From an optimization exercise on the open Yosys and OpenROAD flow, aimed at small area and a short achievable clock period; shortcuts taken in it are not production practice. No run shown here included a check of the RTL's function; only the layout flow was run. Power and IR drop assume default switching activity.

==> flow/design.v, too long to show whole: its modules and the start of the top module <==
// module mult_top: 1357 lines
// module mult_fa: 10 lines
// module mult_hai: 9 lines
// module mult_ha: 9 lines
module mult_top (
    input  logic               clk,
    input  logic               reset,
    input  logic               in_valid,
    input  mult_pkg::operand_t a,
    input  mult_pkg::operand_t b,
    output logic               out_valid,
    output mult_pkg::product_u product
);
  // ...
==> flow/flow/run.sh <==
#!/bin/bash
# Own layout flow: the standard layout (standard.sh, with its unchanged
# synthesis) plus a few extra ORFS make settings from flow/extra.txt, one
# VAR=value per line. Each step's full output goes to a log in this folder.
set -euo pipefail
EXTRA=()
while IFS= read -r l; do
  [[ -n "$l" && "$l" != \#* ]] && EXTRA+=("$l")
done < flow/extra.txt
# standard.sh passes its knobs on make's command line; ours go after them
sed 's#"${@:-finish}"#"${EXTRA[@]}" "${@:-finish}"#' standard.sh > own_standard.sh
( set -- synth; source ./own_standard.sh ) > synth.log 2>&1
( set -- finish; source ./own_standard.sh ) > layout.log 2>&1
test -f out/final.def
==> flow/flow/extra.txt <==
# port buffers: a plain buffer instead of the delay buffer buffer_ports picks
BUFFER_PORTS_ARGS=-buffer_cell sky130_fd_sc_hd__buf_2
==> flow/standard.sh <==
#!/bin/bash
# synth_recipe.tcl (not shown) runs the flow's synth.tcl, then flattens the netlist and writes it again
# the make line also repeats each setting of config.mk as NAME=value (left out here)
make -C /OpenROAD-flow-scripts/flow DESIGN_CONFIG=/design/flow/config.mk WORK_HOME=/design/flow/orfs CLKGATE_MAP_FILE= SYNTH_SCRIPT=/design/flow/synth_recipe.tcl "${@:-finish}"
==> flow/config.mk <==
export PLATFORM = sky130hd
export DESIGN_NAME = mult_top
export DESIGN_NICKNAME = mult_top
export VERILOG_FILES = /design/flow/design.v
export SDC_FILE = /design/flow/constraint.sdc
export NUM_CORES = 4
export LEC_CHECK = 0
export CAP_MARGIN = 20
export CORE_MARGIN = 2
export CORE_UTILIZATION = 40
export PLACE_DENSITY = 0.6
export SETUP_SLACK_MARGIN = 5
export SLEW_MARGIN = 20
export SYNTH_HIERARCHICAL = 1
==> flow/constraint.sdc <==
create_clock -name core_clock -period 8.0 [get_ports {clk}]
set_input_delay 1.6000 -clock core_clock [delete_from_list [all_inputs] [get_ports {clk}]]
set_output_delay 1.6000 -clock core_clock [all_outputs]
set_load 0.01 [all_outputs]
==> results.ini, run 1 <==
[global_route]
grt_pass1_vias=7782
grt_overflow_total=0

[power]
powerComb_mw=3.79
p_int_mw=3.05
ir_worst_vdd_v=0.000242
power_leakage_nw=5.34

[timing]
clock.fmax_ghz=0.327
slew_violations=0

[logic_synthesis]
yosysMostFrequentCell=nand2_1
syn-cell-area_mm2=0.0109
synth-simple-area-share_pct=13.9
synthAdderAreaFrac_pct=41.2
yosys_most_used_dff=dfxtp_1
synth_cell_types=56
yosysTopAreaCell=fa_1
synth_top_family_by_area=adder cells
synth_edf_count=32

[floorplan]
die-area_mm2=0.0286

[clock_tree]
postCtsHoldBufs=0
cts_inserted_buffers=17

[drt]
wl_met1_mm=12.9
ant_nets=0

[status]
status=complete, no violations

[worst_setup_path]
r2r-start=a_r[1]
worst_setup_path_end_kind=flop
cpMostUsedCell=fa_2

[cells_and_area]
largest-register=product
inverters=66
nFlopsAndLatches=157
area_delta_synth_final_pct=19.8
sh_seq_area_pct=26.5

[place]
hpwl_mm=19.5
gp_congestion=0.849

==> inputs of run 2 (changes only) <==
--- a/flow/config.mk
+++ b/flow/config.mk
@@ -7,2 +7,3 @@
 export LEC_CHECK = 0
+export ABC_AREA = 1
 export CAP_MARGIN = 20
==> results.ini, run 2 <==
[status]
status=complete, no violations  ; unchanged

[global_route]
grt_pass1_vias=8670  ; was 7782
grt_overflow_total=0  ; unchanged
grt_pass1_wl_mm=47.1  ; was 43.1 mm
grt_max_degree=35  ; was 34
grtUsageTotal_pct=21.6  ; was 20.0%
antenna_found_initial=0  ; unchanged

[timing]
worst_slack_ps=4940  ; about the same
rsz0062_at_grt=yes  ; unchanged
worst-slew-pin-transition_ps=795  ; was 785 ps
clock.fmax_ghz=0.326  ; was 0.327 GHz
fin_skew_ps=13.3  ; was 16.7 ps
maxSlewHeadroom_pct=47.0  ; was 47.7%
fin_crit_ps=3060  ; about the same
setup_viol=0  ; unchanged
finalCritPeriodShare_pct=38.3  ; was 38.2%
fin_tns_setup_ps=0  ; unchanged
hold_viol_final=0  ; unchanged
slew_violations=0  ; unchanged

[drt]
vias_per_cell=4.82  ; was 5.16
ant_nets=0  ; unchanged
drt_iter0_drc=682  ; was 523
wl_per_cell_um=17.1  ; was 18.6 um
drc=0  ; unchanged
drtPass1Iterations=5  ; was 7
vias=8532  ; was 7731
finalWirelength_mm=30.2  ; was 27.9 mm

[place]
dp_slack_ps=4590  ; was 4550 ps
place_inst=1633  ; was 1368
hpwl_mm=21.3  ; was 19.5 mm
port_buffers=67  ; unchanged
gp_congestion=0.899  ; was 0.849
dpl_cell_area_mm2=0.0119  ; was 0.0114 mm2

[cells_and_area]
diodes=0  ; unchanged
largest_register_ffs=32  ; unchanged
finish.instance_area_mm2=0.0136  ; was 0.0131 mm2
reg.largest.list=product x32, a_r x16, b_r x16  ; unchanged
largest-register=product  ; unchanged
area_delta_synth_final_pct=19.7  ; was 19.8%
final_common_cell=nand2_1  ; unchanged
drive_gt1_share_pct=17.1  ; was 21.7%
final_cell_mix=nand2_1 (440), fa_1 (178), inv_1 (167), dfxtp_1 (125), buf_4 (87)  ; was nand2_1 (275), fa_1 (175), dfxtp_1 (125), buf_4 (73), buf_2 (67)
finalNonFillerCells=1771  ; was 1499
fin_nets=1656  ; was 1421

[worst_setup_path]
crit_fanout=5  ; was 6
required_ps=8320  ; was 8300 ps
crit_path_start_kind=flop  ; unchanged
cp.arrival_ps=3390  ; was 3350 ps
reg2reg_slack_ps=4940  ; about the same
crit_type=reg -> reg  ; unchanged
rr_worst_depth=7  ; was 6
worst_setup_path_end_kind=flop  ; unchanged

[logic_synthesis]
synth_nets=1529  ; was 1310
synth_cells=1253  ; was 1034
yosysMostFrequentCell=nand2_1  ; unchanged
synth_area_leaders=fa_1 (35%), dfxtp_1 (22%), nand2_1 (15%), edfxtp_1 (8.5%), inv_1 (5.5%)  ; was fa_1 (36%), dfxtp_1 (23%), nand2_1 (9.8%), edfxtp_1 (8.8%), ha_1 (5.2%)
synth-simple-area-share_pct=19.3  ; was 13.9%
yosysTopAreaCell=fa_1  ; unchanged
synth_cell_types=25  ; was 56
yosys.area_share.xor_xnor_pct=0  ; was 1.53%
synth_commonest_cells=nand2_1 (448), fa_1 (196), inv_1 (167), dfxtp_1 (125), nor2_1 (67)  ; was nand2_1 (285), fa_1 (196), dfxtp_1 (125), inv_1 (66), clkbuf_1 (62)
avgSynthCellArea_um2=9.06  ; was 10.5 um2
synth_edf_count=32  ; unchanged
synth_top_family_by_area=adder cells  ; unchanged
synth_mux_area_share_pct=0  ; was 0.230%
ys_seq_elements=157  ; unchanged
ys_seq_area_share_pct=30.5  ; was 31.8%
ys_warn_count=7  ; unchanged
synth_compound_gate_area_share_pct=2.90  ; was 6.40%
syn-cell-area_mm2=0.0114  ; was 0.0109 mm2
async_reset_ff_share_pct=0  ; unchanged
synth.top_cell.area_share_pct=34.6  ; was 36.0%
yosys_most_used_dff=dfxtp_1  ; unchanged
synthAdderAreaFrac_pct=39.5  ; was 41.2%

[clock_tree]
cts_root_buf=clkbuf_16  ; unchanged
cts_tree=yes  ; unchanged
cts_max_level=4  ; unchanged
cts_sinks=157  ; unchanged
path_clk_slew_ps=70  ; about the same
clk_latency_ps=450  ; was 430 ps
max-clock-path-buffers=2  ; unchanged
postCtsHoldBufs=0  ; unchanged
cts_inserted_buffers=17  ; unchanged

[power]
power.density_mw_per_mm2=423  ; was 436 mW/mm2
finalPower_mw=5.74  ; was 5.70 mW
power_leakage_nw=6.18  ; was 5.34 nW
ir_worst_vdd_v=0.000194  ; was 0.000242 V

[flow_run]
max-cap-violations=0  ; unchanged

[floorplan]
fp.dieH_um=172  ; was 169 um
rows=61  ; was 60
coreArea_mm2=0.0279  ; was 0.0269 mm2
initial_utilization_pct=40.8  ; was 40.6%
die-area_mm2=0.0298  ; was 0.0286 mm2
ios=68  ; unchanged
die_width_um=172  ; was 169 um

[worst_hold_path]
hold_depth=1  ; unchanged
min_path_type=reg -> reg  ; unchanged

[run 2: path summary, 6_finish.rpt]
| path | endpoint | startpoint |
|---|---|---|
| setup / recovery | m1_18_2 | b_r[15] |
| hold / removal | product[0] | m1_0_0 |
| setup reg to reg | m1_18_2 | b_r[15] |
| hold reg to reg | product[0] | m1_0_0 |
[run 2: power by group]
part           switching [mW]  internal (mW)  total (mW)
Combinational            2.35           1.38        3.73
Clock                   0.410          0.453       0.863
Sequential              0.110           1.04        1.15
[run 2: logic make-up (layout without fill, tap and decap cells)]
kind of cell / count (synthesis) / in the layout
AO/OA/AOI/OAI: 62 / 62
adder cells (fa/ha/maj): 241 / 241
buffers and inverters: 233 / 373
flip-flops: 157 / 157
AND/OR/NAND/NOR: 560 / 560
[run 2: what timing repair did]
| item | 4_1_cts | 5_1_grt |
|---|---|---|
| pin swaps | 4 | 13 |
| setup endpoints to repair | 33 | 19 |
| gates resized for setup | 7 | 15 |
| buffers inserted | 97 | 9 |
[run 2: per-module statistics from Yosys (local to each module, per instance)]
module / cells / times used / cell area [um2]
mult_top: 983 / 1 / 7040
mult_hai: 5 / 15 / 27.5
mult_fa: 1 / 195 / 20.0
[run 2: cell type report]
| cell class | instances | area, um2 |
|---|---|---|
| tap | 378 | 473 |
| multi-input combinational | 863 | 7080 |
| clock buffer | 17 | 425 |
| inverter | 167 | 627 |
| clock inverter | 15 | 186 |
| sequential | 157 | 3460 |
| timing repair buffer | 174 | 1340 |
| fill | 2617 | 14300 |
[run 2: metal layers]
| layer | routed length [um] | global-route usage [%] | vias up | part of all wire [%] |
|---|---|---|---|---|
| met4 | 810 | 6.76 | 0 | 2.7 |
| met2 | 13300 | 33.4 | 370 | 44 |
| met1 | 13800 | 30.1 | 4103 | 46 |
| li1 | - | - | 4001 | - |
| met3 | 2340 | 5.15 | 58 | 7.7 |
| met5 | 0 | 0 | - | 0 |
[run 2: stage by stage]
step	hold WS, ps	util (%)
after floorplan	368	-
after global placement	373	42.9
after detailed placement	383	42.9
after CTS	394	48.3
after global routing	415	48.8
final	388	48.8
[run 2: worst max-delay path: stages, from the launching register on]
cell and delay [ps]:
edfxtp_1 520, buf_6 180, nand2_4 50, fa_2 430, fa_1 510, fa_2 440, fa_2 360, fa_1 450

separate check: timing with driven ports:
In the flow no input, the clock included, has a driving cell. The finished layouts below were timed again as built, in two steps.
Step 1 assumes that a clkbuf_16 drives the clock port and a buf_2 every other input.
Step 2, shift: input delay + t, output delay - t, t = (earliest + latest rising clock arrival at the registers) / 2. This alone moves slack from input paths to output paths.
Three values: no drivers, after step 1, after step 2; two values: the first two.
run	t (ns)	slack for setup (ns)	hold WS [ns]
run 1	0.465	4.944 / 4.944 / 4.944	0.385 / 0.385 / 0.385
run 2	0.494	4.937 / 4.937 / 4.937	0.388 / 0.388 / 0.388
After both steps every run listed still meets setup and hold.
